This is an optimization exercise on Yosys and OpenROAD, whose aim is a short achievable clock period and few clock cycles per item, not a production implementation.
The RTL was checked by simulation tests, not by an equivalence proof against the original design.

// link_keeping_drive_vector
module link_keeping_drive_vector (
	input  logic                      clk,
	input  logic                      arst_n,
	input  logic                      psel,
	input  logic                      penable,
	input  logic                      pwrite,
	input  logic [2:0]                paddr,
	input  logic [31:0]               pwdata,
	output logic [31:0]               prdata,
	output logic                      pready,
	input  logic                      in_valid,
	output logic                      in_stall,
	input  logic signed [COORD_W-1:0] offset_x,
	input  logic signed [COORD_W-1:0] offset_y,
	input  logic                      present,
	input  logic                      frame_end,
	output logic                      out_valid,
	input  logic                      out_stall,
	output logic signed [COORD_W-1:0] drive_x,
	output logic signed [COORD_W-1:0] drive_y,
	output logic                      has_signal,
	output logic [CNT_W-1:0]          chosen_index
);
	localparam int unsigned QA_W  = 4;                
	localparam int unsigned OWE_W = QA_W + 1;
	localparam int unsigned LIMIT = (1 << QA_W) - 2;  
	logic [COORD_W-1:0] reach_q;
	logic [DRIVE_W-1:0] gain_q;
	logic [31:0]        prdata_q;
	assign pready = 1'b1;
	always_ff @(posedge clk or negedge arst_n) begin
		if (!arst_n) begin
			reach_q <= '0;
			gain_q  <= '0;
		end else if (psel && penable && pwrite) begin
			if (paddr[2])
				gain_q  <= pwdata[DRIVE_W-1:0];
			else
				reach_q <= pwdata[COORD_W-1:0];
		end
	end
	always_ff @(posedge clk) begin
		prdata_q <= paddr[2] ? {{(32-DRIVE_W){1'b0}}, gain_q} : {{(32-COORD_W){1'b0}}, reach_q};
	end
	assign prdata = prdata_q;
	logic               in_stall_q;
	logic               bv_q, be_q, bp_q, bsx_q, bsy_q;
  ...
==> flow/config.mk <==
export PLATFORM = sky130hd
export DESIGN_NAME = link_keeping_drive_vector
export DESIGN_NICKNAME = link_keeping_drive_vector
export VERILOG_FILES = /design/flow/design.v
export SDC_FILE = /design/flow/constraint.sdc
export NUM_CORES = 4
export LEC_CHECK = 0
export ABC_CLOCK_PERIOD_IN_PS = 3000
export CAP_MARGIN = 20
export CORE_MARGIN = 2
export CORE_UTILIZATION = 60
export PLACE_DENSITY = 0.72
export SLEW_MARGIN = 20
==> flow/constraint.sdc <==
create_clock -name core_clock -period 11.0 [get_ports {clk}]
set_input_delay 2.2000 -clock core_clock [delete_from_list [all_inputs] [get_ports {clk}]]
set_output_delay 2.2000 -clock core_clock [all_outputs]
set_load 0.01 [all_outputs]
standard.sh (not shown) runs the stock make flow with config.mk's settings and CLKGATE_MAP_FILE= SYNTH_SCRIPT=/design/flow/synth_recipe.tcl, a recipe that flattens the netlist after the stock synthesis.
==> flow/flow/run.sh <==
#!/bin/bash
# Standard synthesis and layout; timing repair aims at a tighter period than
# the clock's (setup margin below), which the standard settings cap at 5 ns.
# Ports are buffered with buf_4 rather than the smallest buffer cell, which
# on this platform is a delay cell. The clock tree uses larger sink clusters
# and fewer wire buffers, for a shallower (still balanced) tree.
set -euo pipefail
MARGIN=${MARGIN:-7.5}
bash standard.sh synth > synth.log 2>&1
bash standard.sh finish SETUP_SLACK_MARGIN=$MARGIN TNS_END_PERCENT=100 \
  "BUFFER_PORTS_ARGS=-buffer_cell sky130_fd_sc_hd__buf_4" \
  CTS_BUF_DISTANCE=600 CTS_CLUSTER_SIZE=30 CTS_CLUSTER_DIAMETER=120 > layout.log 2>&1
The baseline ran to the end with violations: capacitance limit, slew limit.
Testbench counts at the start, summed over its fixed seeds: cycles 19,136, frames 4,096.
Change:
--- a/flow/flow/run.sh
+++ b/flow/flow/run.sh
@@ -12 +12 @@
-  CTS_BUF_DISTANCE=600 CTS_CLUSTER_SIZE=30 CTS_CLUSTER_DIAMETER=120 > layout.log 2>&1
+  CTS_BUF_DISTANCE=600 CTS_CLUSTER_SIZE=22 CTS_CLUSTER_DIAMETER=100 > layout.log 2>&1
Outcome: With this change the flow passed the timing, design-rule and antenna checks; final area increases by about 1%; final cell count rises by 0.60%; synthesized cell count does not change; setup slack gets worse by 0.045 ns; wire length rose by about 0.4%; count of clock-buffer cells in the layout grows by 69; hold slack gets better by 0.025 ns.

[separate check: timing with driven ports]
No port has a modelled driver above. Below, the same layouts with a new extraction and two added sets of constraints.
Step 1: set_driving_cell puts a clkbuf_16 on clk and a buf_2 on each other input, an assumption about the parent block.
Step 2, shift: input delay + t, output delay - t, t = (earliest + latest rising clock arrival at the registers) / 2. This alone moves slack from input paths to output paths.
Slacks: ideal / step 1 / step 2; pairs: ideal / step 1.
| run | shift t [ns] | setup WS [ns] | slew at the worst register clock pin (ns) | cell pins on the clock port's net |
|---|---|---|---|---|
| the first run | 0.938 | 7.331 / 7.226 / 7.045 | 0.12 / 0.12 | 1 |
| the second run | 1.020 | 7.286 / 7.184 / 7.014 | 0.10 / 0.10 | 1 |
The setup slack of the first run, which loses most, moves by -0.105 ns with the drivers and by -0.286 ns with both steps.
